This is an optimization exercise on Yosys and OpenROAD, whose aim is small area, a short achievable clock period and few clock cycles per item, not a production implementation.
RTL that was checked went through simulation tests only; none was proved equivalent to the original.
Only the layout flow was run in run 1; the RTL was not checked for function there.
Power figures rest on the tool's default switching activity, not on a simulated workload.

$ cat flow/flow/run.sh
#!/bin/bash
# The standard layout with two changes, both after the standard synthesis:
#  - the combinational cells of the standard synthesis's netlist are mapped
#    again by ABC with a delay-aware script (flow/remap.abc); the flip-flops,
#    their names and cells, are kept as they are (read as black boxes);
#  - plain buf_2 cells as the port buffers instead of delay buffers.
# Logs: make_synth.log and make.log (make), remap.log (yosys), and the ORFS
# step logs under orfs/logs/.
set -euo pipefail
export BUFFER_PORTS_ARGS="-buffer_cell sky130_fd_sc_hd__buf_2"
PLAT=$FLOW_HOME/platforms/sky130hd
LIB=$PLAT/lib/sky130_fd_sc_hd__tt_025C_1v80.lib
RES=orfs/results/sky130hd/ppm_pulse_train_decoder_top/base
LOGS=orfs/logs/sky130hd/ppm_pulse_train_decoder_top/base

bash standard.sh synth > make_synth.log 2>&1

python3 flow/split_lib.py "$LIB" comb.lib seq.lib
DONT_USE=$(grep -o -- "-dont_use [A-Za-z0-9_]*" $LOGS/1_2_yosys.log | sort -u | tr '\n' ' ')
cp $RES/1_2_yosys.v 1_2_yosys_standard.v
cat > remap.ys <<EOS
read_liberty -lib seq.lib
read_liberty -ignore_miss_func comb.lib
read_verilog -noblackbox 1_2_yosys_standard.v
hierarchy -top $FLOW_TOP
flatten
opt_clean
abc -liberty $LIB $DONT_USE -script flow/remap.abc
opt_clean -purge
hilomap -singleton -hicell sky130_fd_sc_hd__conb_1 HI -locell sky130_fd_sc_hd__conb_1 LO
splitnets
opt_clean -purge
insbuf -buf sky130_fd_sc_hd__buf_4 A X
rename -hide w:*.*
check
stat -liberty $LIB
write_verilog -noattr -noexpr -nohex -nodec $RES/1_2_yosys.v
EOS
yosys -s remap.ys > remap.log 2>&1
rm -f $RES/1_synth.odb $RES/1_synth.sdc

bash standard.sh > make.log 2>&1
$ cat flow/flow/remap.abc
strash; dch -f; map -D 2800; topo; buffer; upsize; dnsize
$ cat flow/flow/split_lib.py
#!/usr/bin/env python3
"""Splits a Liberty file in two: the cells without state (comb) and those with
a ff, latch or statetable group (seq)."""
import re
import sys

src, comb_out, seq_out = sys.argv[1:4]
lib = open(src).read()
start = lib.index("cell (")
head = lib[:start]
comb, seq = [], []
i = start
while True:
    j = lib.find("cell (", i)
    if j < 0:
        break
    k = lib.index("{", j)
    depth, p = 1, k + 1
    while depth:
        c = lib[p]
        if c == "{":
            depth += 1
        elif c == "}":
            depth -= 1
        p += 1
    cell = lib[j:p]
    (seq if re.search(r"\n\s*(ff|latch|statetable)\s*\(", cell) else comb).append(cell)
    i = p
open(comb_out, "w").write(head + "\n".join(comb) + "\n}\n")
open(seq_out, "w").write(head + "\n".join(seq) + "\n}\n")
$ cat flow/standard.sh
#!/bin/bash
# synth_recipe.tcl (not shown) runs the flow's synth.tcl, then flattens the netlist and writes it again
# the make line also repeats each setting of config.mk as NAME=value (left out here)
make -C /OpenROAD-flow-scripts/flow DESIGN_CONFIG=/design/flow/config.mk WORK_HOME=/design/flow/orfs CLKGATE_MAP_FILE= SYNTH_SCRIPT=/design/flow/synth_recipe.tcl "${@:-finish}"
$ cat flow/config.mk
export PLATFORM = sky130hd
export DESIGN_NAME = ppm_pulse_train_decoder_top
export DESIGN_NICKNAME = ppm_pulse_train_decoder_top
export VERILOG_FILES = /design/flow/design.v
export SDC_FILE = /design/flow/constraint.sdc
export NUM_CORES = 4
export LEC_CHECK = 0
export CAP_MARGIN = 20
export CORE_MARGIN = 2
export CORE_UTILIZATION = 40
export CTS_BUF_LIST = sky130_fd_sc_hd__clkbuf_8
export CTS_CLUSTER_DIAMETER = 60
export CTS_CLUSTER_SIZE = 16
export SETUP_SLACK_MARGIN = 4.0
export SLEW_MARGIN = 20
$ cat flow/constraint.sdc
create_clock -name core_clock -period 8.0 [get_ports {clock}]
set_input_delay 1.6000 -clock core_clock [delete_from_list [all_inputs] [get_ports {clock}]]
set_output_delay 1.6000 -clock core_clock [all_outputs]
set_load 0.01 [all_outputs]
$ cat flow/design.v
package ppmd_pkg;
   localparam int unsigned TS_W     = 24;
   localparam int unsigned WIDTH_W  = 16;
   localparam int unsigned THR_W    = 16;
   localparam int unsigned COUNT_W  = 4;
   localparam int unsigned CHAN_W   = 3;
   localparam int unsigned FRAME_W  = 32;
   localparam int unsigned RESYNC_W = 16;
   localparam int unsigned CSR_INDEX_W = 2;
   localparam int unsigned CSR_DATA_W  = 24;
   localparam logic [TS_W-1:0]    PERIOD_RESET    = 24'hFF_FFFF;
   localparam logic [THR_W-1:0]   THRESHOLD_RESET = 16'd3000;
   localparam logic [COUNT_W-1:0] COUNT_RESET     = 4'd7;
   localparam logic [1:0] CSR_TIMER_PERIOD    = 2'd0;
   localparam logic [1:0] CSR_FRAME_THRESHOLD = 2'd1;
   localparam logic [1:0] CSR_CHANNEL_COUNT   = 2'd2;
endpackage
module ppmd_div (
   input  logic [19:0] x,
   output logic [15:0] q,
   output logic        big
);
   function automatic logic [4:0] res5(input logic [3:0] d);
      res5[0] = d == 4'd0 || d == 4'd5 || d == 4'd10 || d == 4'd15;
      res5[1] = d == 4'd1 || d == 4'd6 || d == 4'd11;
      res5[2] = d == 4'd2 || d == 4'd7 || d == 4'd12;
      res5[3] = d == 4'd3 || d == 4'd8 || d == 4'd13;
      res5[4] = d == 4'd4 || d == 4'd9 || d == 4'd14;
   endfunction
   function automatic logic [4:0] add5(input logic [4:0] a, input logic [4:0] b);
      add5[0] = (a[0] && b[0]) || (a[1] && b[4]) || (a[2] && b[3]) || (a[3] && b[2]) || (a[4] && b[1]);
      add5[1] = (a[0] && b[1]) || (a[1] && b[0]) || (a[2] && b[4]) || (a[3] && b[3]) || (a[4] && b[2]);
      add5[2] = (a[0] && b[2]) || (a[1] && b[1]) || (a[2] && b[0]) || (a[3] && b[4]) || (a[4] && b[3]);
      add5[3] = (a[0] && b[3]) || (a[1] && b[2]) || (a[2] && b[1]) || (a[3] && b[0]) || (a[4] && b[4]);
      add5[4] = (a[0] && b[4]) || (a[1] && b[3]) || (a[2] && b[2]) || (a[3] && b[1]) || (a[4] && b[0]);
   endfunction
   function automatic logic [3:0] qdig(input logic [4:0] r, input logic [3:0] d);
      logic [4:0] a, b;
      logic       cy;
      logic [1:0] dd;
      logic [3:0] r3;
      a  = r;
      b  = res5(d);
      cy = (a[1] && b[4]) || (a[2] && b[3]) || (a[2] && b[4]) || (a[3] && b[2]) || (a[3] && b[3]) || (a[3] && b[4]) || (a[4] && b[1]) || (a[4] && b[2]) || (a[4] && b[3]) || (a[4] && b[4]);
      dd = (d >= 4'd15) ? 2'd3 : (d >= 4'd10) ? 2'd2 : (d >= 4'd5) ? 2'd1 : 2'd0;
      r3 = {r[3] || r[4], r[2] || r[4], r[1] || r[2], r[1] || r[3]};
      qdig = r3 + {2'b0, dd} + {3'b0, cy};
   endfunction
   logic [4:0] r4, r3, r2, r1, m21;
   always_comb begin
      big = (x[19:16] >= 4'd5);
      for (int k = 0; k < 5; k++) begin
         r4[k] = (x[19:16] == 4'(k));
      end
      r3  = add5(r4, res5(x[15:12]));
      m21 = add5(res5(x[11:8]), res5(x[7:4]));
      r2  = add5(r3, res5(x[11:8]));
      r1  = add5(r3, m21);
      q   = {qdig(r4, x[15:12]), qdig(r3, x[11:8]), qdig(r2, x[7:4]), qdig(r1, x[3:0])};
   end
endmodule
import ppmd_pkg::*;
module ppm_pulse_train_decoder_top #(
   parameter int unsigned MAX_CHANNELS  = 8,
   parameter int unsigned CYCLES_PER_US = 80
) (
   input  logic                                 clock,
   input  logic                                 reset,
   input  logic                                 req_valid,
   output logic                                 req_ready,
   input  logic                                 req_edge_rising,
   input  logic [ppmd_pkg::TS_W-1:0]            req_timestamp,
   output logic                                 rsp_valid,
   input  logic                                 rsp_ready,
   output logic [ppmd_pkg::CHAN_W-1:0]          rsp_channel,
   output logic [ppmd_pkg::WIDTH_W-1:0]         rsp_width_us,
   output logic [ppmd_pkg::FRAME_W-1:0]         rsp_frame_number,
   output logic [ppmd_pkg::RESYNC_W-1:0]        rsp_resync_total,
   output logic                                 rsp_last,
   input  logic                                 csr_valid,
   output logic                                 csr_ready,
   input  logic [ppmd_pkg::CSR_INDEX_W-1:0]     csr_index,
   input  logic [ppmd_pkg::CSR_DATA_W-1:0]      csr_wdata
);
   logic [TS_W-1:0]     period_ff;
   logic [19:0]         thr5_ff;
   logic                thr_max_ff;
   logic                thr_raw_ff;      
   logic [COUNT_W-1:0]  count_ff;
   logic [3:0]          n_chan;
   logic                v1_ff;
   logic [TS_W-1:0]     rise_ff, fall_ff;
   logic                v2_ff, slip1_ff, sat_ff;
   logic [19:0]         x_ff;
   logic                rv_ff;           
   logic                hunt_ff;         
   logic                gap_ff;          
   logic [3:0]          chan_ff;
   logic [FRAME_W-1:0]  frame_ff;
   logic [RESYNC_W-1:0] resync_ff;
   logic [WIDTH_W-1:0]  store_ff [8];
   logic                emit_ff, last_ff;
   logic [2:0]          eidx_ff;
   logic                ready_ff;
   assign n_chan    = (count_ff > 4'd8) ? 4'd8 : count_ff;
   assign csr_ready = 1'b1;
   assign req_ready = ready_ff;
   logic            cr, cf, sn, ln;
   logic [TS_W:0]   d0;
   function automatic logic wrap_neg(input logic [TS_W-1:0] t, input logic [TS_W-1:0] p,
                                     input logic [TS_W-1:0] ref_t);
      logic [TS_W+1:0] a, b, c, s, cy;
      logic [TS_W+2:0] v;
      a  = {2'b0, t};
      b  = {2'b0, p};
      c  = ~{2'b0, ref_t};
      s  = a ^ b ^ c;
      cy = {(a[TS_W:0] & b[TS_W:0]) | (a[TS_W:0] & c[TS_W:0]) | (b[TS_W:0] & c[TS_W:0]), 1'b0};
      v  = {s, 1'b1} + {cy, 1'b1};
      wrap_neg = v[TS_W+2];
   endfunction
   always_comb begin
      cr = (req_timestamp < rise_ff);
      cf = (req_timestamp < fall_ff);
      sn = wrap_neg(req_timestamp, period_ff, rise_ff);
      ln = wrap_neg(req_timestamp, period_ff, fall_ff);
      d0 = {1'b0, fall_ff} - {1'b0, rise_ff};
   end
   logic            cr1_ff, cf1_ff, sn1_ff, ln1_ff;
   logic [TS_W:0]   d01_ff;
   logic [TS_W:0]   off, diff;
   logic            sub;
   logic            slip1_in, sat_in;
   always_comb begin
      sub = !cr1_ff && cf1_ff;
      if (cr1_ff && !cf1_ff) off = {1'b0, period_ff};
      else if (sub)          off = ~{1'b0, period_ff};
      else                   off = '0;
      diff = d01_ff + off + {{TS_W{1'b0}}, sub};
      sat_in   = sn1_ff && !ln1_ff;
      slip1_in = (!sn1_ff && ln1_ff) || (!(sn1_ff ^ ln1_ff) && diff[TS_W]);
   end
   logic [15:0] dq;
   logic        dbig;
   logic [15:0] w;
   logic        above;
   logic [3:0]  widx, nidx;
   logic        measured, lslip, slip, complete, store_we, clash, hold;
   ppmd_div u_div (
      .x   (x_ff),
      .q   (dq),
      .big (dbig)
   );
   always_comb begin
      w        = (sat_ff || dbig) ? 16'hFFFF : dq;
      above    = !thr_max_ff && (sat_ff || (x_ff >= thr5_ff));
      widx     = gap_ff ? 4'd0 : chan_ff;
      measured = v2_ff && rv_ff && !slip1_ff;
      if (above) begin
         lslip = (widx != n_chan);
         nidx  = 4'd0;
      end else begin
         lslip = (widx >= n_chan);
         nidx  = widx + 4'd1;
      end
      slip     = v2_ff && rv_ff && (slip1_ff || (!hunt_ff && lslip));
      complete = measured && !hunt_ff && !lslip && (nidx == n_chan);
      store_we = measured && !hunt_ff && !widx[3];
      clash    = emit_ff && store_we && (widx < n_chan) && (widx[2:0] >= eidx_ff);
      hold     = clash || (emit_ff && (slip || complete));
   end
   logic accept, v1_in, v2_in, emit_in;
   logic [19:0] thr5_a, thr5_b, thr5_s, thr5_c, thr5_in;
   always_comb begin
      thr5_a  = {thr5_ff[17:0], 2'b0};
      thr5_b  = thr5_ff;
      thr5_s  = thr5_a ^ thr5_b ^ 20'd5;
      thr5_c  = {(thr5_a[18:0] & thr5_b[18:0]) | (thr5_a[18:0] & 19'd5) |
                 (thr5_b[18:0] & 19'd5), 1'b0};
      thr5_in = thr5_s + thr5_c;
   end
   always_comb begin
      accept  = req_valid && ready_ff;
      v1_in   = (accept && req_edge_rising) || (v1_ff && hold);
      v2_in   = hold || v1_ff;
      emit_in = emit_ff ? !(rsp_ready && last_ff) : (complete && !hold && (n_chan != 4'd0));
   end
   always_ff @(posedge clock) begin
      if (reset) begin
         period_ff  <= PERIOD_RESET;
         thr5_ff    <= 20'(5 * (32'(THRESHOLD_RESET) + 1));
         thr_raw_ff <= 1'b0;
         thr_max_ff <= 1'b0;
         count_ff   <= COUNT_RESET;
         v1_ff      <= 1'b0;
         v2_ff      <= 1'b0;
         rv_ff      <= 1'b0;
         hunt_ff    <= 1'b1;
         gap_ff     <= 1'b0;
         chan_ff    <= '0;
         frame_ff   <= '0;
         resync_ff  <= '0;
         emit_ff    <= 1'b0;
         eidx_ff    <= '0;
         last_ff    <= 1'b0;
         ready_ff   <= 1'b1;
      end else begin
         thr_raw_ff <= csr_valid && (csr_index == CSR_FRAME_THRESHOLD);
         if (thr_raw_ff) begin
            thr5_ff <= thr5_in;
         end
         if (csr_valid) begin
            case (csr_index)
               CSR_TIMER_PERIOD: period_ff <= csr_wdata[TS_W-1:0];
               CSR_FRAME_THRESHOLD: begin
                  thr5_ff    <= {4'b0, csr_wdata[15:0]};
                  thr_max_ff <= &csr_wdata[15:0];
               end
               CSR_CHANNEL_COUNT: count_ff <= csr_wdata[COUNT_W-1:0];
               default: ;
            endcase
         end
         v1_ff <= v1_in;
         v2_ff <= v2_in;
         if (v2_ff && !hold) begin
            if (!rv_ff) begin
               rv_ff <= 1'b1;
            end else if (slip) begin
               rv_ff <= 1'b0;
            end
            if (rv_ff && !slip1_ff) begin
               if (hunt_ff) begin
                  if (above) begin
                     hunt_ff <= 1'b0;
                     gap_ff  <= 1'b1;
                  end
               end else begin
                  gap_ff  <= 1'b0;
                  chan_ff <= lslip ? widx : nidx;
               end
            end
         end
         if (slip && !hold) begin
            resync_ff <= resync_ff + RESYNC_W'(1);
         end
         if (complete && !hold) begin
            frame_ff <= frame_ff + FRAME_W'(1);
         end
         emit_ff <= emit_in;
         if (!emit_ff) begin
            eidx_ff <= '0;
            last_ff <= (n_chan == 4'd1);
         end else if (rsp_ready) begin
            eidx_ff <= eidx_ff + 3'd1;
            last_ff <= ({1'b0, eidx_ff} + 4'd2 == n_chan);
         end
         ready_ff <= !(v1_in && v2_in && emit_in);
      end
   end
   always_ff @(posedge clock) begin
      if (accept && !req_edge_rising) begin
         fall_ff <= req_timestamp;
      end
      if (accept && req_edge_rising) begin
         rise_ff <= req_timestamp;
         cr1_ff  <= cr;
         cf1_ff  <= cf;
         sn1_ff  <= sn;
         ln1_ff  <= ln;
         d01_ff  <= d0;
      end
      if (v1_ff && !hold) begin
         x_ff     <= diff[23:4];
         slip1_ff <= slip1_in;
         sat_ff   <= sat_in;
      end
      if (store_we && !clash) begin
         store_ff[widx[2:0]] <= w;
      end
   end
   assign rsp_valid        = emit_ff;
   assign rsp_channel      = eidx_ff;
   assign rsp_width_us     = store_ff[eidx_ff];
   assign rsp_frame_number = frame_ff;
   assign rsp_resync_total = resync_ff;
   assign rsp_last         = last_ff;
endmodule
==> reports/results.txt, run 1 <==
status -> timing/DRC/antenna clean
fill cell count -> 4,990
CP Launch Point -> x_ff[3]
CP top delay family -> simple AND/OR/NAND/NOR gates
Crit Path Max Fanout -> 8
TritonCTS buffer count -> 39
Setup TNS -> 0 ns
Least-Margin Pin Slew -> 1.10 ns
Power Dens Cells -> 168 nW/um^2
total wire length -> 55.2 mm
GRT Total Usage -> 19.9%
row count -> 82
initial antenna violation count -> 1
# hold bufs at CTS -> 0
Worst-Skew Late Latency -> 0.65 ns
largest net degree at the start of global routing -> 65
hold path start -> frame_ff[23]
Avg WL per Cell -> 15.7 um
I/O Pins -> 127
Setup Skew -> 0.0454 ns
CP max stage delay -> 0.51 ns
Die Wd -> 230 um
Worst R2R Start -> x_ff[3]
clock slew at reported path FFs -> 0.10 ns
maximum root-to-sink buffer count -> 3
Slew HR -> 26.3%
DR vias -> 18,300
vias in the first global route -> 17,200
H-tree Lvls -> 2
Critical Path AT -> 4.48 ns
First DRT Iteration DRCs -> 1,153
layout cells sized above 1 -> 15.8%
routability cong. -> 0.875
detailed placement HPWL -> 38.6 mm
IO Port Bufs -> 125
pre-CTS setup slack -> 3.53 ns
post-route setup slack -> 4.03 ns
Critical Path Source Type -> register
endpoints failing setup -> 0
post-route ant nets -> 0
f_max -> 252 MHz
Final period util -> 49.6%
global-route wire length before repair -> 86.2 mm
worst path buffer plus inverter count -> 1
Syn Area/Cell -> 7.74 um^2
most used cell along the critical path -> nor2_4
gr ovfl total -> 0
Syn Nets -> 2,705
synth warn -> 2
clk sinks -> 343
synthesized area -> 20,500 um^2
LEAKAGE -> 9.82 nW
Critical Path RT -> 8.51 ns
drt via density -> 5.20
crit path cell chain -> a22oi_4 > nor2_1 > o31ai_1 > o21ai_1 > o2111ai_1 > o211a_1 > nor2_4 > nor2_4 > nand2_4 > nand2_4 > nand3_4 > a21oi_4 > nand2_2 > nor4_4 > inv_2 > nor2_8 > nand3_4 > nor2_4 > nand2_2 > nor2_4 > nand2_2 > xor2_1 > nor2_1
crit path time final -> 3.97 ns
CTS tree -> done
number of max-cap violations -> 0
starting density of the core -> 40.7%
maximum VDD drop -> 0.134 mV
die area -> 53,100 um^2
core area -> 50,400 um^2
Crit. End Element -> register
area grow syn2layout -> 15.6%
Max Slew Vio Count -> 0
Die Y -> 230 um
RSZ-0062 raised after global routing -> yes
Post-Syn Instances -> 2,649
CTS Root Cell -> clkbuf_8
Hold Violations, Final -> 0
# nets final -> 2,873
Hold Crit Class -> register to register
drt first pass iters -> 5
critical path type -> register to register
DRC errors left -> 0
slowest CP cell -> edfxtp_1
## routing by layer
metal,vias to the layer above,part of all wire [%],global-route usage (%)
li1,9291,-,-
met1,8503,45,25.6
met2,421,49,34.5
met3,76,4.2,2.77
met4,0,2.4,6.37
met5,-,0,0
## report_power, final
part           internal [mW]  switching (mW)
logic                  0.227           0.413
clock network          0.619           0.749
registers               1.94          0.0455
total                   2.79            1.21
## metrics by stage
step,power (mW),std cells,cell area [um^2],hold WS (ns),util [%]
6_report,3.99,3517,23700,0.487,47.1
4_1_cts,3.99,3462,22800,0.494,45.2
5_1_grt,4.19,3517,23700,0.510,47.1
2_1_floorplan,2.45,2649,20500,0.442,-
3_3_place_gp,2.60,3384,21700,0.464,43.0
3_5_place_dp,2.61,3384,21700,0.473,43.1
## worst reg2reg max path, stage by stage (launching register included)
cell and delay, ns:
edfxtp_1 0.51, a22oi_4 0.24, nor2_1 0.06, o31ai_1 0.20, o21ai_1 0.11, o2111ai_1 0.18, o211a_1 0.29, nor2_4 0.07
nor2_4 0.25, nand2_4 0.10, nand2_4 0.11, nand3_4 0.09, a21oi_4 0.17, nand2_2 0.10, nor4_4 0.33, inv_2 0.15
nor2_8 0.16, nand3_4 0.09, nor2_4 0.11, nand2_2 0.08, nor2_4 0.16, nand2_2 0.07, xor2_1 0.13, nor2_1 0.06
## layout by cell type, fill, tap and decap left out, types with 25 or more instances in the layout
cell	count
nand2_1	247
edfxtp_1	227
a31oi_1	34
inv_1	370
nand3_1	59
buf_2	125
nor2_1	550
xnor2_1	29
xor2_1	95
o22ai_1	52
nor2_2	25
nand4_1	30
dfxtp_1	109
nor3_1	48
buf_4	66
a21oi_1	157
o21ai_0	245
clkbuf_8	41
## flip-flops by register name, summed over array words and instances, names as in the netlist, 3 cells and up, named ones only
signal,cells
count_ff,4
thr5_ff,20
rise_ff,24
fall_ff,24
period_ff,24
frame_ff,32
eidx_ff,3
resync_ff,16
d01_ff,25
store_ff,128
x_ff,20
chan_ff,4
## worst paths after layout
| kind | end | slack (ns) | cells past startpoint |
|---|---|---|---|
| max | frame_ff[31] | 4.03 | 23 |
| min | frame_ff[23] | 0.49 | 2 |
| max reg2reg | frame_ff[31] | 4.03 | 23 |
| min reg2reg | frame_ff[23] | 0.49 | 2 |
## repair_timing
action,in CTS,in global routing
endpoints found under the setup margin,86,176
pin swaps,2,24
setup buffers,7,50
cloned,3,3
resized for setup,24,133
## cell type report
type / count / area (um^2) / area share, %
timing repair buffer: 203 / 1380 / 5.80
multi-input combinational: 1828 / 9890 / 41.7
clock buffer: 41 / 564 / 2.38
clock inverter: 27 / 318 / 1.34
inverter: 401 / 1550 / 6.55
tap: 672 / 841 / 3.55
timing repair inverter: 1 / 7.51 / 0.0317
sequential: 343 / 9150 / 38.6
antenna: 1 / 2.50 / 0.0106
==> run 2: changes to the inputs <==
--- a/flow/design.v
+++ b/flow/design.v
@@ -101,6 +101,7 @@
    logic [WIDTH_W-1:0]  store_ff [8];
    logic                emit_ff, last_ff;
    logic [2:0]          eidx_ff;
+   logic [7:0]          eoh_ff;          
    logic                ready_ff;
    assign n_chan    = (count_ff > 4'd8) ? 4'd8 : count_ff;
    assign csr_ready = 1'b1;
@@ -202,6 +203,7 @@
          resync_ff  <= '0;
          emit_ff    <= 1'b0;
          eidx_ff    <= '0;
+         eoh_ff     <= 8'd1;
          last_ff    <= 1'b0;
          ready_ff   <= 1'b1;
       end else begin
@@ -249,9 +251,11 @@
          emit_ff <= emit_in;
          if (!emit_ff) begin
             eidx_ff <= '0;
+            eoh_ff  <= 8'd1;
             last_ff <= (n_chan == 4'd1);
          end else if (rsp_ready) begin
             eidx_ff <= eidx_ff + 3'd1;
+            eoh_ff  <= {eoh_ff[6:0], eoh_ff[7]};
             last_ff <= ({1'b0, eidx_ff} + 4'd2 == n_chan);
          end
          ready_ff <= !(v1_in && v2_in && emit_in);
@@ -280,7 +284,12 @@
    end
    assign rsp_valid        = emit_ff;
    assign rsp_channel      = eidx_ff;
-   assign rsp_width_us     = store_ff[eidx_ff];
+   always_comb begin
+      rsp_width_us = '0;
+      for (int k = 0; k < 8; k++) begin
+         rsp_width_us = rsp_width_us | ({WIDTH_W{eoh_ff[k]}} & store_ff[k]);
+      end
+   end
    assign rsp_frame_number = frame_ff;
    assign rsp_resync_total = resync_ff;
    assign rsp_last         = last_ff;
==> flow/flow/remap.abc (replaced) <==
&get -n; &st; &dch; &nf -D 2800 -R 1000; &put; buffer; upsize; dnsize
==> run 2 against run 1 <==
Via count shrank 12%. Die area shrank 4.1%. Largest cell class unchanged. Final cell count shrank 15%. Register-to-register slack lost 0.06 ns. Critical endpoint is now d01_ff[6]. Still clean. Synthesized cell count shrank 21%. Sequential cell count grew 5. Sequential share of layout area grew 1.5 points.
==> reports/results.txt, run 2 <==
CP Launch Point -> fall_ff[0]
IO Port Bufs -> 125
Crit Path Max Fanout -> 2
Syn Area/Cell -> 9.35 um^2
# hold bufs at CTS -> 0
fill cell count -> 4,522
Slew HR -> 28.8%
total wire length -> 50.9 mm
synthesized area -> 19,700 um^2
Avg WL per Cell -> 17.0 um
# nets final -> 2,370
Power Dens Cells -> 174 nW/um^2
area of the multi-input gates -> 10,300 um^2
crit path time final -> 4.03 ns
row count -> 81
H-tree Lvls -> 2
Setup TNS -> 0 ns
Post-Syn Instances -> 2,102
area grow syn2layout -> 17.3%
vias in the first global route -> 15,000
Max Slew Vio Count -> 0
DRC errors left -> 0
Worst-Skew Late Latency -> 0.63 ns
flop2flop setup slack -> 3.97 ns
Worst R2R Start -> fall_ff[0]
ANT cells -> 0
Setup Skew -> 0.0549 ns
synth warn -> 2
Hold Violations, Final -> 0
routability cong. -> 0.868
core area -> 48,700 um^2
drt first pass iters -> 6
number of max-cap violations -> 0
drt via density -> 5.36
Fin Hold WS -> 0.480 ns
maximum VDD drop -> 0.152 mV
DR vias -> 16,100
Critical Path RT -> 8.36 ns
clk sinks -> 348
Hold Crit Class -> register to register
maximum root-to-sink buffer count -> 3
f_max -> 248 MHz
First DRT Iteration DRCs -> 1,136
most frequent cells in the layout -> nor2_1 (232), edfxtp_1 (227), nand2_1 (216)
critical path type -> register to register
post-route ant nets -> 0
RSZ-0062 raised after global routing -> yes
layout cells sized above 1 -> 20.7%
crit path capture -> d01_ff[6]
Die Y -> 226 um
clock slew at reported path FFs -> 0.10 ns
Critical Path Source Type -> register
CTS tree -> done
Worst R2R End -> d01_ff[6]
starting density of the core -> 40.3%
gr ovfl total -> 0
Register Area -> 9250 um^2
Die Wd -> 226 um
Final period util -> 50.4%
die area -> 50,900 um^2
Least-Margin Pin Slew -> 1.07 ns
commonest non-fill, non-tap cell in the layout -> nor2_1
largest net degree at the start of global routing -> 57
TritonCTS buffer count -> 36
Syn Nets -> 2,158
status -> timing/DRC/antenna clean
Crit. End Element -> register
endpoints failing setup -> 0
initial antenna violation count -> 0
I/O Pins -> 127
CTS Root Cell -> clkbuf_8
Critical Path AT -> 4.39 ns
max reg flops -> 128
GRT Total Usage -> 19.5%
R2R cell count -> 27
global-route wire length before repair -> 79.2 mm
LEAKAGE -> 8.44 nW
detailed placement HPWL -> 34.2 mm
## run 2: worst max-delay path, stage by stage, from the launching register on
cell,delay [ns]
edfxtp_1,0.40
nand2b_4,0.16
maj3_2,0.31
maj3_2,0.32
nand2b_1,0.09
o21ai_2,0.08
o21ai_2,0.07
o21ai_2,0.09
buf_4,0.14
buf_4,0.13
buf_4,0.12
buf_4,0.12
buf_4,0.12
buf_4,0.12
buf_4,0.13
buf_6,0.11
buf_6,0.10
buf_6,0.10
buf_4,0.12
buf_4,0.12
buf_6,0.10
buf_6,0.10
buf_6,0.10
buf_4,0.12
buf_4,0.13
buf_6,0.11
o21ai_2,0.05
a31oi_1,0.10
## run 2: final cells by class
cell class,instances,share of cell area (%)
Timing Repair Buffer,247,7.05
Sequential cell,348,40.1
Inverter,61,1.01
Multi-Input combinational cell,1620,44.9
Tap cell,664,3.60
Clock inverter,23,1.09
Clock buffer,38,2.27
## run 2: power by group
group | total [mW] | switching [mW] | leakage (nW) | internal, mW
Sequential | 2.03 | 0.0619 | 2.99 | 1.97
Clock | 1.25 | 0.710 | 0.403 | 0.544
Combinational | 0.732 | 0.414 | 5.05 | 0.317
Total | 4.02 | 1.19 | 8.44 | 2.83
## run 2: through the flow
step / utilization [%] / instance area [um^2] / power [mW] / worst slack, ns / std cells
6_report: 47.3 / 23100 / 4.02 / 3.97 / 3001
5_1_grt: 47.3 / 23100 / 4.21 / 3.71 / 3001
4_1_cts: 45.6 / 22200 / 3.99 / 3.94 / 2943
3_5_place_dp: 42.7 / 20800 / 2.69 / 3.22 / 2830
3_3_place_gp: 42.7 / 20800 / 2.68 / 3.30 / 2830
2_1_floorplan: - / 19700 / 2.53 / 3.96 / 2102
## run 2: worst min path at each step
stage          slack, ns  cells after the start    startpoint            to
6_report            0.48                      2  frame_ff[12]  frame_ff[12]
3_5_place_dp        0.47                      2  frame_ff[12]  frame_ff[12]
5_1_grt             0.51                      2  frame_ff[12]  frame_ff[12]
2_1_floorplan       0.43                      1  frame_ff[31]  frame_ff[31]
3_3_place_gp        0.45                      1  frame_ff[31]  frame_ff[31]
4_1_cts             0.49                      2  frame_ff[12]  frame_ff[12]
## run 2: what timing repair did
| item | in CTS | in global routing |
|---|---|---|
| cloned | 2 | 0 |
| endpoints found under the setup margin | 101 | 112 |
| hold endpoints to repair | 0 | 0 |
| pin swaps | 21 | 66 |
| resized for setup | 64 | 116 |
| buffers inserted | 50 | 58 |
## run 2: layer usage
layer  track usage [%]  wire [um]  vias to the layer above
li1                  -          -                     8062
met1              25.9      23100                     7611
met2              33.1      24700                      345
met3              2.32       2000                       77
met4              6.26       1080                        0
met5                 0          0                        -
Testbench counts of run 2, summed over its fixed seeds: cycles 5,896, items 2,560.
==> run 3: changes to the inputs <==
==> flow/flow/remap.abc (replaced) <==
strash; dch -f; map -D 2800; topo; buffer; upsize; dnsize
==> run 3 against run 2 <==
Still clean. Clock power up 5%. Global-route usage rose by 0.24 points. Cell area decreased by 1.6%. Die area is 2.8% higher. Critical path depth decreased by 9. Sequential power barely moved. Critical path type is now input pin to register. Largest cell class unchanged.
==> reports/results.txt, run 3 <==
sw frac -> 29.5%
drt via density -> 5.22
Least-Margin Pin Slew -> 1.05 ns
Register Area -> 9240 um^2
Critical Path Source Type -> input pin
CTS Root Cell -> clkbuf_8
Critical Path RT -> 8.48 ns
Worst R2R End -> frame_ff[31]
synth warn -> 2
core area -> 50,100 um^2
Worst R2R Start -> x_ff[11]
flop2flop setup slack -> 4.25 ns
maximum root-to-sink buffer count -> 3
area grow syn2layout -> 12.2%
largest net degree at the start of global routing -> 55
maximum VDD drop -> 0.130 mV
max reg flops -> 128
row count -> 82
detailed placement HPWL -> 38.4 mm
LEAKAGE -> 9.18 nW
vias in the first global route -> 16,200
Hold Violations, Final -> 0
Avg WL per Cell -> 15.8 um
H-tree Lvls -> 2
crit path cell chain -> buf_4 > inv_1 > nor2_2 > nor2_1 > xor2_1 > o22ai_1 > a21oi_1 > o221ai_1 > o211ai_1 > o211ai_1 > o21ai_1 > maj3_2 > a2111o_1 > nand3_2 > a41oi_2 > a211oi_2 > nor2_1 > a211oi_2
count of non-filler cells in the finished layout -> 3,366
area of the multi-input gates -> 9450 um^2
wire length on met3 -> 2.14 mm
Die Y -> 229 um
global-route wire length before repair -> 83.4 mm
Setup TNS -> 0 ns
Int Pwr -> 2.78 mW
status -> timing/DRC/antenna clean
DRC errors left -> 0
clock slew at reported path FFs -> 0.09 ns
share of total power in the clock network -> 33.3%
pre-CTS setup slack -> 3.32 ns
clk sinks -> 348
I/O Pins -> 127
DR vias -> 17,600
M1 WL -> 24.1 mm
Syn Nets -> 2,596
Setup Skew -> 0.0351 ns
total wire length -> 53.2 mm
Crit Path Max Fanout -> 6
number of max-cap violations -> 0
Top Layer Used -> met4
# nets final -> 2,723
drt first pass iters -> 6
GRT Total Usage -> 19.7%
Fin Hold WS -> 0.461 ns
die area -> 52,400 um^2
Design Area, Final -> 22,700 um^2
gr ovfl total -> 0
Syn Area/Cell -> 7.96 um^2
placed cell count -> 3,281
hold endpoint -> resync_ff[15]
fill cell count -> 5,082
TritonCTS buffer count -> 38
combinational power share -> 15.6%
IO Port Bufs -> 125
# hold bufs at CTS -> 0
layout cells sized above 1 -> 14.1%
Crit. End Element -> register
sequential power share -> 51.0%
Worst-Skew Late Latency -> 0.64 ns
synthesized area -> 20,200 um^2
initial antenna violation count -> 2
starting density of the core -> 40.4%
f_max -> 260 MHz
Critical Path AT -> 4.33 ns
post-route setup slack -> 4.15 ns
Post-Syn Instances -> 2,540
First DRT Iteration DRCs -> 1,166
Slew HR -> 29.7%
Max Slew Vio Count -> 0
slowest CP cell -> a2111o_1
Die Wd -> 229 um
R2R cell count -> 24
routability cong. -> 0.898
wire length on met2 -> 25.5 mm
critical path type -> input pin to register
post-route ant nets -> 0
Post-Route Utilization -> 45.3%
CTS tree -> done
NetSw -> 1.16 mW
Area after DPL -> 21,400 um^2
CP max stage delay -> 0.44 ns
crit path time final -> 3.85 ns
commonest non-fill, non-tap cell in the layout -> nor2_1
hold depth -> 1
hold path start -> resync_ff[15]
Final period util -> 48.1%
total power draw -> 3.94 mW
Hold Crit Class -> register to register
RSZ-0062 raised after global routing -> yes
endpoints failing setup -> 0
Power Dens Cells -> 174 nW/um^2
most frequent cells in the layout -> nor2_1 (541), inv_1 (341), edfxtp_1 (227)
==> run 3: power groups by stage <==
stage	registers [mW]	logic, mW	clock network [mW]
after detailed placement	2.05	0.582	0
after global placement	2.05	0.569	0
final	2.01	0.617	1.31
after floorplan	2.04	0.433	0
after global routing	2.02	0.695	1.42
after CTS	2.01	0.586	1.35
==> run 3: how the worst max path moves through the flow <==
stage	start	to	slack, ns
2_1_floorplan	req_timestamp[4]	sn1_ff	4.06
3_3_place_gp	req_timestamp[1]	sn1_ff	3.41
3_5_place_dp	req_timestamp[1]	sn1_ff	3.32
4_1_cts	chan_ff[2]	frame_ff[31]	4.00
5_1_grt	x_ff[11]	frame_ff[31]	3.90
6_report	req_timestamp[2]	sn1_ff	4.15
==> run 3: critical path: cells and delay by family <==
kind / cells / cell delay (ns)
AO/OA/AOI/OAI: 10 / 1.66
buffers and inverters: 2 / 0.22
adder cells (fa/ha/maj): 1 / 0.32
XOR/XNOR: 1 / 0.12
AND/OR/NAND/NOR: 4 / 0.39
==> run 3: layout make-up <==
type,count,area share (%)
Tap cell,672,3.71
Antenna cell,2,0.0221
Inverter,386,6.49
Multi-Input combinational cell,1737,41.6
Timing Repair Buffer,156,3.81
Sequential cell,348,40.7
Clock inverter,24,1.12
Clock buffer,41,2.49
==> run 3: routing by layer <==
| layer | track usage [%] | up-vias |
|---|---|---|
| met4 | 6.29 | 0 |
| li1 | - | 8904 |
| met3 | 2.91 | 79 |
| met1 | 25.6 | 8216 |
| met5 | 0 | - |
| met2 | 33.8 | 364 |
==> run 3: timing repair <==
item,CTS,global route
gates cloned,0,0
endpoints found under the setup margin,65,112
buffers inserted,1,17
resized for setup,6,75
endpoints found under the hold margin,0,0
pin swaps,0,16
==> run 4: changes to the inputs <==
--- a/flow/config.mk
+++ b/flow/config.mk
@@ -8,8 +8,8 @@
 export CAP_MARGIN = 20
 export CORE_MARGIN = 2
 export CORE_UTILIZATION = 40
-export CTS_BUF_LIST = sky130_fd_sc_hd__clkbuf_8
-export CTS_CLUSTER_DIAMETER = 60
-export CTS_CLUSTER_SIZE = 16
+export CTS_BUF_LIST = sky130_fd_sc_hd__clkbuf_16
+export CTS_CLUSTER_DIAMETER = 100
+export CTS_CLUSTER_SIZE = 30
 export SETUP_SLACK_MARGIN = 4.0
 export SLEW_MARGIN = 20
==> run 4 against run 3 <==
Sequential share of layout area is 0.35 points higher. Highest routed layer unchanged. Critical path type unchanged. Worst hold slack better by 0.0016 ns. Still clean on timing, DRC and antenna. Wire length is 0.91% lower. Clock-buffer cell count is 22 lower. Synthesized area stayed put. Critical path depth stayed put. Sequential power hardly changed. Cell area is 0.83% lower.
==> reports/results.txt, run 4 <==
status -> timing/DRC/antenna clean
clk sinks -> 348
maximum VDD drop -> 0.137 mV
TritonCTS buffer count -> 19
routability cong. -> 0.898
crit path time final -> 3.80 ns
total power draw -> 3.78 mW
Crit Path Max Fanout -> 6
detailed placement HPWL -> 38.4 mm
post-route ant nets -> 0
Int Pwr -> 2.66 mW
LEAKAGE -> 9.10 nW
starting density of the core -> 40.4%
Max Slew Vio Count -> 0
H-tree Lvls -> 1
DR vias -> 17,400
Crit. End Element -> register
Hold Crit Class -> register to register
gr ovfl total -> 0
Die Y -> 229 um
max reg flops -> 128
drt via density -> 5.21
Least-Margin Pin Slew -> 1.06 ns
total wire length -> 52.7 mm
Final period util -> 47.5%
Avg WL per Cell -> 15.8 um
First DRT Iteration DRCs -> 1,203
CTS Root Cell -> clkbuf_16
share of total power in the clock network -> 30.5%
vias in the first global route -> 16,000
drt first pass iters -> 6
sequential power share -> 53.3%
GRT Total Usage -> 19.4%
row count -> 82
DRC errors left -> 0
CTS tree -> done
Top Layer Used -> met4
Setup Skew -> 0.0253 ns
# nets final -> 2,706
wire length on met2 -> 25.4 mm
endpoints failing setup -> 0
core area -> 50,100 um^2
RSZ-0062 raised after global routing -> yes
clock slew at reported path FFs -> 0.12 ns
wire length on met3 -> 1.86 mm
I/O Pins -> 127
combinational power share -> 16.3%
critical path type -> input pin to register
maximum root-to-sink buffer count -> 3
synth warn -> 2
most frequent cells in the layout -> nor2_1 (545), inv_1 (341), edfxtp_1 (227)
die area -> 52,400 um^2
commonest non-fill, non-tap cell in the layout -> nor2_1
NetSw -> 1.12 mW
M1 WL -> 24.0 mm
Post-Syn Instances -> 2,540
Setup TNS -> 0 ns
Power Dens Cells -> 168 nW/um^2
Critical Path RT -> 8.39 ns
# hold bufs at CTS -> 0
Hold Violations, Final -> 0
Worst-Skew Late Latency -> 0.55 ns
Slew HR -> 29.0%
synthesized area -> 20,200 um^2
f_max -> 263 MHz
layout cells sized above 1 -> 12.9%
number of max-cap violations -> 0
area grow syn2layout -> 11.3%
Critical Path Source Type -> input pin
Die Wd -> 229 um
sw frac -> 29.6%
largest net degree at the start of global routing -> 55
Syn Area/Cell -> 7.96 um^2
global-route wire length before repair -> 82.7 mm
IO Port Bufs -> 125
Critical Path AT -> 4.19 ns
Syn Nets -> 2,596
initial antenna violation count -> 2
run 4: per-layer routing:
| metal | GRT usage [%] | vias up |
|---|---|---|
| met5 | 0 | - |
| met3 | 2.00 | 68 |
| met2 | 33.7 | 315 |
| met4 | 5.15 | 0 |
| li1 | - | 8857 |
| met1 | 25.7 | 8141 |
run 4: worst max-delay path, stage by stage:
cell,delay [ns]
buf_4,0.13
inv_1,0.09
nor2_2,0.05
nor2_1,0.18
xor2_1,0.12
o22ai_1,0.17
a21oi_1,0.07
o221ai_1,0.17
o211ai_1,0.13
o211ai_1,0.10
o21ai_1,0.09
maj3_2,0.32
a2111o_1,0.40
nand3_2,0.10
a41oi_2,0.10
a211oi_2,0.17
nor2_1,0.07
a211oi_2,0.13
run 4: power by group through the flow:
stage | clock [mW] | sequential, mW | combinational (mW)
floorplan | 0 | 2.04 | 0.433
global placement | 0 | 2.05 | 0.569
detailed placement | 0 | 2.05 | 0.582
CTS | 1.18 | 2.01 | 0.589
global route | 1.24 | 2.02 | 0.694
finish | 1.15 | 2.01 | 0.615
run 4: worst paths after layout:
path | from | to | slack (ns) | cells past startpoint
worst max-delay path | req_timestamp[2] | sn1_ff | 4.20 | 18
worst min-delay path | resync_ff[15] | resync_ff[15] | 0.46 | 1
worst max register to register | x_ff[13] | store_ff[7][6] | 4.28 | 22
worst min register to register | resync_ff[15] | resync_ff[15] | 0.46 | 1
run 4: cell type report:
cell class                      instances  area (um^2)
Clock buffer                           19          475
Multi-Input combinational cell       1737         9420
Antenna cell                            2         5.00
Fill cell                            5066        27600
Clock inverter                         14          155
Timing Repair Buffer                  158          895
Tap cell                              672          841
Sequential cell                       348         9240
Inverter                              386         1470
run 4: through the flow:
step | worst slack [ns] | util [%] | hold WS [ns] | area (um^2) | instances
3_3_place_gp | 3.41 | 42.8 | 0.427 | 21400 | 3281
4_1_cts | 4.01 | 44.1 | 0.465 | 22100 | 3315
6_report | 4.20 | 44.9 | 0.463 | 22500 | 3336
2_1_floorplan | 4.06 | - | 0.424 | 20200 | 2540
5_1_grt | 3.90 | 44.9 | 0.518 | 22500 | 3336
3_5_place_dp | 3.32 | 42.8 | 0.447 | 21400 | 3281
run 4: timing repair:
item                       in CTS  in global routing
buffers inserted                1                 19
resized for setup              16                 58
hold endpoints to repair        0                  0
pin swaps                       5                 16
setup endpoints to repair      59                102
==> run 5: changes to the inputs <==
--- a/flow/flow/run.sh
+++ b/flow/flow/run.sh
@@ -3,11 +3,11 @@
 #  - the combinational cells of the standard synthesis's netlist are mapped
 #    again by ABC with a delay-aware script (flow/remap.abc); the flip-flops,
 #    their names and cells, are kept as they are (read as black boxes);
-#  - plain buf_2 cells as the port buffers instead of delay buffers.
+#  - plain buf_1 cells as the port buffers instead of delay buffers.
 # Logs: make_synth.log and make.log (make), remap.log (yosys), and the ORFS
 # step logs under orfs/logs/.
 set -euo pipefail
-export BUFFER_PORTS_ARGS="-buffer_cell sky130_fd_sc_hd__buf_2"
+export BUFFER_PORTS_ARGS="-buffer_cell sky130_fd_sc_hd__buf_1"
 PLAT=$FLOW_HOME/platforms/sky130hd
 LIB=$PLAT/lib/sky130_fd_sc_hd__tt_025C_1v80.lib
 RES=orfs/results/sky130hd/ppm_pulse_train_decoder_top/base
--- a/flow/config.mk
+++ b/flow/config.mk
@@ -9,7 +9,7 @@
 export CORE_MARGIN = 2
 export CORE_UTILIZATION = 40
 export CTS_BUF_LIST = sky130_fd_sc_hd__clkbuf_16
-export CTS_CLUSTER_DIAMETER = 100
-export CTS_CLUSTER_SIZE = 30
+export CTS_CLUSTER_DIAMETER = 80
+export CTS_CLUSTER_SIZE = 24
 export SETUP_SLACK_MARGIN = 4.0
 export SLEW_MARGIN = 20
==> run 5 against run 4 <==
Power up 4.4%. Clock power up 15%. Utilization about the same. Largest cell class unchanged. Sequential share of layout area about the same. Global-route usage up 0.081 points. Sequential power about the same. Fmax down 2.0%. Die area unchanged. Via count up 0.12%. Final cell count up 0.15%. Clock-buffer cell count up 6. Cell area about the same.
==> reports/results.txt, run 5 <==
max reg flops -> 128
layout cells sized above 1 -> 8.70%
Power Dens Cells -> 175 nW/um^2
Hold Violations, Final -> 0
core area -> 50,100 um^2
Critical Path RT -> 8.40 ns
largest net degree at the start of global routing -> 55
Crit Path Max Fanout -> 6
Slew HR -> 31.8%
initial antenna violation count -> 2
DRC errors left -> 0
vias in the first global route -> 16,300
Worst-Skew Late Latency -> 0.57 ns
CTS Root Cell -> clkbuf_16
H-tree Lvls -> 1
Crit. End Element -> register
gr ovfl total -> 0
total wire length -> 52.2 mm
Post-Route Utilization -> 45.0%
clk sinks -> 348
GRT Total Usage -> 19.5%
endpoints failing setup -> 0
clock slew at reported path FFs -> 0.09 ns
Syn Nets -> 2,596
Die Y -> 229 um
drt via density -> 5.21
IO Port Bufs -> 125
DR vias -> 17,400
commonest non-fill, non-tap cell in the layout -> nor2_1
Setup Skew -> 0.0243 ns
synthesized area -> 20,200 um^2
Die Wd -> 229 um
global-route wire length before repair -> 83.5 mm
RSZ-0062 raised after global routing -> yes
Critical Path Source Type -> input pin
die area -> 52,400 um^2
critical path type -> input pin to register
CTS tree -> done
maximum VDD drop -> 0.175 mV
crit path time final -> 3.87 ns
status -> timing/DRC/antenna clean
Least-Margin Pin Slew -> 1.02 ns
Syn Area/Cell -> 7.96 um^2
number of max-cap violations -> 0
Setup TNS -> 0 ns
# hold bufs at CTS -> 0
area grow syn2layout -> 11.3%
LEAKAGE -> 8.73 nW
First DRT Iteration DRCs -> 1,267
Post-Syn Instances -> 2,540
maximum root-to-sink buffer count -> 3
drt first pass iters -> 7
Max Slew Vio Count -> 0
Final period util -> 48.4%
f_max -> 258 MHz
Hold Crit Class -> register to register
detailed placement HPWL -> 38.2 mm
TritonCTS buffer count -> 25
I/O Pins -> 127
starting density of the core -> 40.4%
Avg WL per Cell -> 15.6 um
most frequent cells in the layout -> nor2_1 (545), inv_1 (341), edfxtp_1 (227)
post-route ant nets -> 0
# nets final -> 2,705
row count -> 82
synth warn -> 2
routability cong. -> 0.904
Critical Path AT -> 4.27 ns
==> run 5: power breakdown <==
part           internal, mW  switching (mW)  leakage [nW]  total, mW
clock network         0.612           0.712         0.415       1.32
registers              1.96          0.0470          2.98       2.01
logic                 0.211           0.397          5.33      0.608
total                  2.79            1.16          8.73       3.94
==> run 5: cell type report <==
class | count | area (um^2)
Fill cell | 5053 | 27600
Timing Repair Buffer | 151 | 674
Multi-Input combinational cell | 1737 | 9450
Clock buffer | 25 | 626
Sequential cell | 348 | 9240
Clock inverter | 20 | 199
Tap cell | 672 | 841
Antenna cell | 2 | 5.00
Inverter | 386 | 1470
==> run 5: what timing repair did <==
action / CTS / global route
endpoints found under the setup margin: 26 / 101
endpoints found under the hold margin: 0 / 0
pin swaps: 1 / 14
gates resized for setup: 8 / 77
gates cloned: 0 / 1
setup buffers: 0 / 13
==> run 5: stage by stage <==
step                instance area, um^2  hold WS (ns)  total power, mW  setup slack [ns]  std cells
finish                            22500         0.478             3.94              4.13       3341
global route                      22500         0.499             4.13              3.95       3341
floorplan                         20200         0.424             2.47              4.06       2540
global placement                  21200         0.431             2.62              3.33       3280
detailed placement                21200         0.461             2.63              3.30       3280
CTS                               22100         0.475             3.96              4.00       3325
==> run 5: routing by layer <==
| layer | global-route usage [%] | vias to the layer above | share of wire, % |
|---|---|---|---|
| li1 | - | 8874 | - |
| met2 | 33.8 | 385 | 48 |
| met1 | 25.6 | 8069 | 45 |
| met4 | 6.11 | 0 | 3.0 |
| met5 | 0 | - | 0 |
| met3 | 1.88 | 74 | 4.2 |
==> run 5: final timing paths <==
check	cells past startpoint	slack [ns]	start	end
max	18	4.13	req_timestamp[1]	sn1_ff
min	1	0.48	resync_ff[15]	resync_ff[15]
max reg2reg	20	4.33	cf1_ff	slip1_ff
min reg2reg	1	0.48	resync_ff[15]	resync_ff[15]
==> run 5: worst max-delay path, stage by stage <==
cell,delay (ns)
buf_2,0.15
inv_2,0.07
nor2_4,0.12
nor2_1,0.07
xor2_1,0.15
o22ai_2,0.13
a21oi_1,0.10
o221ai_1,0.22
o211ai_1,0.15
o211ai_1,0.10
o21ai_1,0.09
maj3_2,0.32
a2111o_1,0.39
nand3_2,0.09
a41oi_2,0.10
a211oi_2,0.22
nor2_1,0.07
a211oi_2,0.14
==> run 6: changes to the inputs <==
--- a/flow/config.mk
+++ b/flow/config.mk
@@ -8,8 +8,8 @@
 export CAP_MARGIN = 20
 export CORE_MARGIN = 2
 export CORE_UTILIZATION = 40
-export CTS_BUF_LIST = sky130_fd_sc_hd__clkbuf_16
-export CTS_CLUSTER_DIAMETER = 80
-export CTS_CLUSTER_SIZE = 24
-export SETUP_SLACK_MARGIN = 4.0
+export CTS_BUF_LIST = sky130_fd_sc_hd__clkbuf_8
+export CTS_CLUSTER_DIAMETER = 60
+export CTS_CLUSTER_SIZE = 16
+export SETUP_SLACK_MARGIN = 3.8
 export SLEW_MARGIN = 20
==> run 6 against run 5 <==
Cell area fell by 0.76%. Synthesized cell count unchanged. Combinational power decreased by 3%. Via count barely moved. Synthesized area unchanged. Critical endpoint unchanged. Largest cell class unchanged.
==> reports/results.txt, run 6 <==
status -> timing/DRC/antenna clean
gr ovfl total -> 0
CP Launch Point -> req_timestamp[2]
Worst-Skew Late Latency -> 0.62 ns
Power Dens Cells -> 179 nW/um^2
count of non-filler cells in the finished layout -> 3,355
Critical Path RT -> 8.44 ns
vias in the first global route -> 16,400
Hold Crit Class -> register to register
LEAKAGE -> 8.70 nW
flop2flop setup slack -> 4.14 ns
area grow syn2layout -> 10.4%
synth warn -> 2
First DRT Iteration DRCs -> 1,195
clk sinks -> 348
CTS Root Cell -> clkbuf_8
die area -> 52,400 um^2
core area -> 50,100 um^2
Final period util -> 49.2%
CTS tree -> done
Area after DPL -> 21,200 um^2
DRC errors left -> 0
Crit Path Max Fanout -> 6
GRT Total Usage -> 19.7%
maximum root-to-sink buffer count -> 3
Avg WL per Cell -> 15.6 um
post-route ant nets -> 0
drt first pass iters -> 5
DR vias -> 17,400
GRT busiest layer -> met2
crit path cell chain -> clkbuf_2 > inv_1 > nor2_2 > nor2_1 > xor2_1 > o22ai_1 > a21oi_1 > o221ai_1 > o211ai_1 > o211ai_1 > o21ai_1 > maj3_1 > a2111o_1 > nand3_1 > a41oi_1 > a211oi_1 > nor2_1 > a211oi_2
CP max stage delay -> 0.38 ns
commonest non-fill, non-tap cell in the layout -> nor2_1
endpoints failing setup -> 0
maximum VDD drop -> 0.149 mV
most frequent cells in the layout -> nor2_1 (554), inv_1 (345), edfxtp_1 (227)
total wire length -> 52.5 mm
Setup Skew -> 0.0296 ns
drt via density -> 5.19
IO Port Bufs -> 125
Worst R2R End -> slip1_ff
RSZ-0062 raised after global routing -> yes
Hold Violations, Final -> 0
Crit. End Element -> register
hold depth -> 2
routability cong. -> 0.904
met3 Use GR -> 2.40%
number of max-cap violations -> 0
Die Wd -> 229 um
Design Area, Final -> 22,300 um^2
Setup TNS -> 0 ns
hold path start -> v1_ff
Worst R2R Start -> cf1_ff
slowest CP cell -> a2111o_1
met1 usage -> 25.6%
Slew HR -> 31.9%
largest net degree at the start of global routing -> 55
I/O Pins -> 127
CP top delay family -> compound AO/OA/AOI/OAI gates
max reg flops -> 128
initial antenna violation count -> 2
Post-Syn Instances -> 2,540
H-tree Lvls -> 2
f_max -> 254 MHz
# nets final -> 2,711
R2R cell count -> 20
worst path buffer plus inverter count -> 2
M2 GR Usage -> 33.8%
# hold bufs at CTS -> 0
Critical Path Source Type -> input pin
crit path time final -> 3.94 ns
hold endpoint -> v1_ff
global-route wire length before repair -> 84.1 mm
Least-Margin Pin Slew -> 1.02 ns
synthesized area -> 20,200 um^2
placed cell count -> 3,280
Max Slew Vio Count -> 0
row count -> 82
Die Y -> 229 um
clock slew at reported path FFs -> 0.09 ns
WP depth -> 18
Critical Path AT -> 4.37 ns
critical path type -> input pin to register
detailed placement HPWL -> 38.2 mm
layout cells sized above 1 -> 7.91%
TritonCTS buffer count -> 38
Syn Area/Cell -> 7.96 um^2
starting density of the core -> 40.4%
Syn Nets -> 2,596
==> run 6: cell types whose count changed in the layout (fill, tap and decap cells not counted), sizes merged <==
cell	before	now
inv	395	400
bufinv	0	5
clkbuf	28	45
clkinvlp	0	1
clkinv	11	6
buf	148	139
==> run 6: worst register-to-register path: stages, from the launching register on <==
cell	delay, ns
edfxtp_1	0.41
nor2_1	0.15
buf_4	0.28
nand2_1	0.08
o21ai_1	0.14
o221ai_1	0.14
a211o_1	0.26
nand3b_1	0.18
nand2_1	0.13
nand4_1	0.11
nand3_1	0.12
a31oi_1	0.14
o211ai_1	0.16
nand3_1	0.19
o21ai_1	0.27
o21ai_1	0.15
nor3_1	0.19
nand2_1	0.07
a21oi_1	0.17
xor2_1	0.15
o21ai_0	0.10
==> run 6: how the worst max path moves through the flow <==
stage                    end  slack, ns
2_1_floorplan         sn1_ff       4.06
3_3_place_gp          sn1_ff       3.33
3_5_place_dp          sn1_ff       3.30
4_1_cts             slip1_ff       3.85
5_1_grt        resync_ff[10]       3.73
6_report              sn1_ff       4.06
==> run 6: timing repair <==
action                     in CTS  in global routing
setup endpoints to repair       2                 81
hold endpoints to repair        0                  0
pin swaps                       0                  4
buffers inserted                0                  7
resized for setup               1                 36
==> run 6: power breakdown <==
part	total [mW]	switching, mW	internal (mW)
registers	2.01	0.0467	1.96
logic	0.592	0.389	0.203
clock network	1.39	0.725	0.664
==> run 6: layout make-up <==
| class | count | area (um^2) |
|---|---|---|
| Sequential cell | 348 | 9240 |
| Multi-Input combinational cell | 1737 | 9280 |
| Timing Repair Buffer | 144 | 618 |
| Fill cell | 5084 | 27700 |
| Tap cell | 672 | 841 |
| Clock inverter | 26 | 329 |
| Clock buffer | 40 | 551 |
| Inverter | 386 | 1470 |
| Antenna cell | 2 | 5.00 |
==> run 6: routing by layer <==
metal  part of all wire [%]  vias to the layer above
met5                      0                        -
met4                    3.0                        0
met1                     45                     8093
met2                     48                      363
met3                    4.1                       76
li1                       -                     8871
==> run 6: through the flow <==
| stage | total power, mW | util (%) | hold WS (ns) | setup slack (ns) |
|---|---|---|---|---|
| 6_report | 3.99 | 44.6 | 0.480 | 4.06 |
| 5_1_grt | 4.19 | 44.6 | 0.502 | 3.73 |
| 4_1_cts | 4.02 | 44.2 | 0.476 | 3.85 |
| 3_5_place_dp | 2.63 | 42.4 | 0.461 | 3.30 |
| 3_3_place_gp | 2.62 | 42.4 | 0.431 | 3.33 |
| 2_1_floorplan | 2.47 | - | 0.424 | 4.06 |
==> run 7: changes to the inputs <==
--- a/flow/config.mk
+++ b/flow/config.mk
@@ -11,5 +11,5 @@
 export CTS_BUF_LIST = sky130_fd_sc_hd__clkbuf_8
 export CTS_CLUSTER_DIAMETER = 60
 export CTS_CLUSTER_SIZE = 16
-export SETUP_SLACK_MARGIN = 3.8
+export SETUP_SLACK_MARGIN = 4.2
 export SLEW_MARGIN = 20
==> run 7 against run 6 <==
Sequential share of layout area down 1.5 points. Non-clock buffer count up 39. Wire length up 2.4%. Clock skew up 0.0019 ns. Clock-buffer cell count down 1. Critical path type is now register to register. Critical endpoint is now d01_ff[23].
==> reports/results.txt, run 7 <==
synthesized area -> 20,200 um^2
Critical Path AT -> 4.14 ns
routability cong. -> 0.894
NetSw -> 1.18 mW
Critical Path Source Type -> register
total power draw -> 4.00 mW
Post-Syn Instances -> 2,540
Avg WL per Cell -> 15.8 um
RSZ-0062 raised after global routing -> yes
f_max -> 267 MHz
number of max-cap violations -> 0
Final period util -> 46.9%
Critical Path RT -> 8.39 ns
core area -> 50,100 um^2
Power Dens Cells -> 172 nW/um^2
Setup TNS -> 0 ns
Crit. End Element -> register
initial antenna violation count -> 4
I/O Pins -> 127
layout cells sized above 1 -> 13.5%
DRC errors left -> 0
maximum VDD drop -> 0.166 mV
Syn Nets -> 2,596
Int Pwr -> 2.81 mW
Slew HR -> 44.2%
Hold Violations, Final -> 0
DR vias -> 17,600
critical path type -> register to register
clock slew at reported path FFs -> 0.10 ns
share of total power in the clock network -> 33.5%
sw frac -> 29.6%
die area -> 52,400 um^2
combinational power share -> 16.2%
detailed placement HPWL -> 38.4 mm
most frequent cells in the layout -> nor2_1 (520), inv_1 (331), edfxtp_1 (227)
Setup Skew -> 0.0315 ns
CTS tree -> done
sequential power share -> 50.4%
crit path time final -> 3.75 ns
maximum root-to-sink buffer count -> 3
area grow syn2layout -> 14.7%
Syn Area/Cell -> 7.96 um^2
vias in the first global route -> 16,900
status -> timing/DRC/antenna clean
Max Slew Vio Count -> 0
IO Port Bufs -> 125
starting density of the core -> 40.4%
synth warn -> 2
LEAKAGE -> 8.98 nW
row count -> 82
post-route ant nets -> 0
H-tree Lvls -> 2
Least-Margin Pin Slew -> 0.836 ns
commonest non-fill, non-tap cell in the layout -> nor2_1
Die Y -> 229 um
Crit Path Max Fanout -> 3
First DRT Iteration DRCs -> 1,029
clk sinks -> 348
total wire length -> 53.7 mm
gr ovfl total -> 0
fill cell count -> 4,997
CTS Root Cell -> clkbuf_8
# nets final -> 2,750
largest net degree at the start of global routing -> 49
TritonCTS buffer count -> 37
drt first pass iters -> 6
endpoints failing setup -> 0
GRT Total Usage -> 20.0%
Die Wd -> 229 um
Hold Crit Class -> register to register
max reg flops -> 128
drt via density -> 5.17
global-route wire length before repair -> 85.4 mm
# hold bufs at CTS -> 0
Worst-Skew Late Latency -> 0.63 ns
## run 7: final timing paths
check                     start       endpoint  slack [ns]  cells after the start
hold reg to reg   resync_ff[15]  resync_ff[15]        0.47                      1
setup reg to reg     fall_ff[1]     d01_ff[23]        4.25                     26
setup / recovery     fall_ff[1]     d01_ff[23]        4.25                     26
hold / removal    resync_ff[15]  resync_ff[15]        0.47                      1
## run 7: metrics by stage
| step | util [%] | hold WS, ns | setup WS [ns] | instances | area [um^2] |
|---|---|---|---|---|---|
| floorplan | - | 0.424 | 4.09 | 2540 | 20200 |
| global placement | 42.4 | 0.434 | 3.36 | 3283 | 21300 |
| detailed placement | 42.4 | 0.447 | 3.32 | 3283 | 21300 |
| CTS | 44.6 | 0.467 | 4.20 | 3351 | 22300 |
| global route | 46.3 | 0.520 | 4.05 | 3394 | 23200 |
| finish | 46.3 | 0.468 | 4.25 | 3394 | 23200 |
## run 7: power groups by stage
stage	Clock [mW]	Combinational, mW	Sequential [mW]
floorplan	0	0.433	2.04
global route	1.44	0.727	2.02
detailed placement	0	0.576	2.05
finish	1.34	0.645	2.01
global placement	0	0.564	2.05
CTS	1.38	0.594	2.01
## run 7: repair_timing
action | CTS | global route
pin swaps | 15 | 47
resized for setup | 60 | 138
cloned | 0 | 1
setup endpoints to repair | 104 | 163
setup buffers | 5 | 38
## run 7: layout make-up
type	count	area [um^2]	area share (%)
Antenna cell	4	10.0	0.0432
Clock buffer	39	537	2.31
Clock inverter	24	299	1.29
Inverter	386	1480	6.37
Multi-Input combinational cell	1738	9830	42.4
Sequential cell	348	9250	39.9
Tap cell	672	841	3.62
Timing Repair Buffer	183	955	4.12
## run 7: layer usage
| layer | vias up | part of all wire [%] | track usage, % |
|---|---|---|---|
| met2 | 324 | 48 | 34.6 |
| li1 | 8948 | - | - |
| met3 | 85 | 3.6 | 3.08 |
| met4 | 0 | 2.9 | 6.62 |
| met1 | 8203 | 45 | 25.6 |
| met5 | - | 0 | 0 |
## run 7: critical path, stage by stage, from the launching register on
cell	delay [ns]
edfxtp_1	0.55
inv_12	0.04
nor2_4	0.09
inv_2	0.05
a21oi_4	0.15
nor2_2	0.05
nor2_2	0.17
nor2_2	0.06
nor2_2	0.14
nand2_1	0.09
nand2_2	0.09
nand2_2	0.07
o21ai_4	0.18
a21oi_4	0.09
inv_2	0.06
nor2_2	0.04
a22oi_2	0.28
nand3_2	0.16
nand2_4	0.11
nor2_4	0.04
inv_2	0.06
a31oi_4	0.08
or4_4	0.47
nand2_4	0.10
inv_4	0.05
a21oi_4	0.14
o211ai_1	0.11
==> run 8: changes to the inputs <==
--- a/flow/config.mk
+++ b/flow/config.mk
@@ -11,5 +11,6 @@
 export CTS_BUF_LIST = sky130_fd_sc_hd__clkbuf_8
 export CTS_CLUSTER_DIAMETER = 60
 export CTS_CLUSTER_SIZE = 16
-export SETUP_SLACK_MARGIN = 4.2
+export GPL_TIMING_DRIVEN = 0
+export SETUP_SLACK_MARGIN = 4.0
 export SLEW_MARGIN = 20
==> run 8 against run 7 <==
Power shrank 4.2%. Critical path type is now input pin to register. Via count up 1.7%. Clock skew grew 0.0035 ns. Largest power group unchanged. Largest cell class unchanged. Clock power is 11% lower. First-iteration DRC count rose by 24%. Critical path depth decreased by 8.
==> reports/results.txt, run 8 <==
status -> timing/DRC/antenna clean
CTS Root Cell -> clkbuf_8
Int Pwr -> 2.67 mW
TritonCTS buffer count -> 36
max reg flops -> 128
Post-Syn Instances -> 2,540
Syn Nets -> 2,596
largest net degree at the start of global routing -> 36
Avg WL per Cell -> 16.0 um
most frequent cells in the layout -> nor2_1 (531), inv_1 (340), edfxtp_1 (227)
area grow syn2layout -> 14.1%
Hold Violations, Final -> 0
CP top delay family -> compound AO/OA/AOI/OAI gates
Crit. End Element -> register
Critical Path Source Type -> input pin
First DRT Iteration DRCs -> 1,275
slowest CP cell -> a2111o_1
post-route ant nets -> 0
initial antenna violation count -> 2
synthesized area -> 20,200 um^2
f_max -> 247 MHz
critical path type -> input pin to register
Critical Path AT -> 4.48 ns
RSZ-0062 raised after global routing -> yes
Critical Path RT -> 8.43 ns
DRC errors left -> 0
crit path time final -> 4.05 ns
flop2flop setup slack -> 4.26 ns
met3 Use GR -> 2.79%
Hold Crit Class -> register to register
H-tree Lvls -> 2
sw frac -> 30.2%
core area -> 50,100 um^2
crit path cell chain -> buf_12 > inv_4 > nor2_4 > nor2_4 > xor2_1 > o22ai_2 > a21oi_2 > o221ai_2 > o211ai_1 > o211ai_1 > o21ai_1 > maj3_2 > a2111o_1 > nand3_2 > a41oi_2 > a211oi_2 > nor2_1 > a211oi_2
die area -> 52,400 um^2
maximum VDD drop -> 0.139 mV
Least-Margin Pin Slew -> 0.920 ns
I/O Pins -> 127
drt via density -> 5.19
sequential power share -> 52.6%
commonest non-fill, non-tap cell in the layout -> nor2_1
vias in the first global route -> 16,900
row count -> 82
Setup TNS -> 0 ns
number of max-cap violations -> 0
clk sinks -> 348
Post-Route Utilization -> 46.1%
total power draw -> 3.83 mW
drt first pass iters -> 5
GRT Total Usage -> 20.6%
M2 GR Usage -> 35.4%
Setup Skew -> 0.0350 ns
routability cong. -> 0.950
Max Slew Vio Count -> 0
combinational power share -> 16.5%
fill cell count -> 5,055
maximum root-to-sink buffer count -> 3
met1 usage -> 26.5%
Final period util -> 50.6%
Worst-Skew Late Latency -> 0.63 ns
Fin Hold WS -> 0.493 ns
Power Dens Cells -> 166 nW/um^2
synth warn -> 2
starting density of the core -> 40.4%
Crit Path Max Fanout -> 6
post-route setup slack -> 3.95 ns
layout cells sized above 1 -> 12.0%
global-route wire length before repair -> 87.2 mm
pre-CTS setup slack -> 2.88 ns
# nets final -> 2,797
CTS tree -> done
clock slew at reported path FFs -> 0.09 ns
worst path buffer plus inverter count -> 2
IO Port Bufs -> 125
Die Y -> 229 um
gr ovfl total -> 0
NetSw -> 1.16 mW
endpoints failing setup -> 0
DR vias -> 17,900
CP max stage delay -> 0.45 ns
total wire length -> 55.0 mm
Die Wd -> 229 um
share of total power in the clock network -> 31.0%
GRT busiest layer -> met2
LEAKAGE -> 9.08 nW
# hold bufs at CTS -> 0
Syn Area/Cell -> 7.96 um^2
Slew HR -> 38.6%
detailed placement HPWL -> 41.2 mm
==> run 8: cell type report <==
cell class / instances / area [um^2] / area share [%]
multi-input cells: 1737 / 9510 / 41.2
flip-flops and latches: 348 / 9240 / 40.0
inverters: 386 / 1480 / 6.41
repair buffers: 163 / 841 / 3.64
well taps: 672 / 841 / 3.64
clock buffers: 36 / 495 / 2.15
plain buffers: 69 / 453 / 1.96
clock inverters: 25 / 213 / 0.922
diodes: 2 / 5.00 / 0.0217
==> run 8: worst paths after layout <==
path         cells after the start              from              to
max                             18  req_timestamp[1]          sn1_ff
min                              2             v1_ff           v1_ff
max reg2reg                     25          x_ff[14]  store_ff[6][2]
min reg2reg                      2             v1_ff           v1_ff
==> run 8: power by group through the flow <==
stage                     Clock [mW]  Combinational, mW  Sequential (mW)
after floorplan                    0              0.433             2.04
after global placement             0              0.570             2.05
after detailed placement           0              0.585             2.05
after CTS                       1.23              0.592             2.01
after global routing            1.29              0.709             2.02
final                           1.19              0.630             2.01
==> run 8: tightest hold or removal path: cells and delay by family (launching register included) <==
family / cells / cell delay (ns)
simple gates: 1 / 0.07
compound gates: 1 / 0.05
flops: 1 / 0.33
==> run 8: per-stage QoR <==
stage	cells	cell area, um^2
3_3_place_gp	3337	21500
4_1_cts	3414	22500
3_5_place_dp	3353	21800
6_report	3438	23100
2_1_floorplan	2540	20200
5_1_grt	3438	23100
==> run 8: per-layer routing <==
layer | part of all wire [%] | vias to the layer above
li1 | - | 9021
met1 | 45 | 8353
met2 | 48 | 393
met3 | 4.1 | 92
met4 | 3.1 | 0
met5 | 0 | -
==> run 8: timing repair <==
action | 4_1_cts | 5_1_grt
setup endpoints to repair | 41 | 144
gates resized for setup | 12 | 112
endpoints found under the hold margin | 0 | 0
buffers inserted | 0 | 22
pin swaps | 1 | 36

==> static timing again, ports no longer ideal <==
The flow's constraints put no driver on any port. The routed layouts listed below were extracted and timed again, unchanged, in two steps.
Step 1 (the two cells are an assumption about what drives the block):
set clk [get_ports {clock}]
set_driving_cell -lib_cell sky130_fd_sc_hd__clkbuf_16 $clk
set_driving_cell -lib_cell sky130_fd_sc_hd__buf_2 [delete_from_list [all_inputs] $clk]
Step 2 moves the port delays by t, midway between the first and last clock arrival at a register: inputs arrive t later, outputs are due t later. That takes back most of the time a late clock gives input paths.
a / b / c = ideal / step 1 / step 2; a / b = the first two.
run	t, ns	slack for setup (ns)	hold slack, ns	worst setup path at the end	clock arrival spread, ns
run 1	0.682	4.032 / 4.032 / 3.739	0.487 / 0.487 / 0.487	input to register	0.045 / 0.045
run 2	0.653	3.969 / 3.969 / 3.437	0.480 / 0.480 / 0.480	input to register	0.055 / 0.055
run 3	0.673	4.148 / 4.155 / 3.510	0.461 / 0.461 / 0.461	input to register	0.035 / 0.036
run 4	0.601	4.201 / 4.226 / 3.638	0.463 / 0.463 / 0.463	input to register	0.026 / 0.025
run 5	0.619	4.125 / 4.162 / 3.542	0.478 / 0.478 / 0.478	input to register	0.025 / 0.025
run 6	0.659	4.065 / 4.096 / 3.437	0.480 / 0.480 / 0.480	input to register	0.029 / 0.030
run 7	0.676	4.252 / 4.252 / 3.687	0.468 / 0.468 / 0.468	input to register	0.031 / 0.031
run 8	0.669	3.950 / 3.944 / 3.275	0.493 / 0.493 / 0.493	input to register	0.035 / 0.035
After both steps setup and hold are still met in every run listed. The setup slack of run 8, which loses most, moves by -0.006 ns with the drivers and by -0.675 ns with both steps.
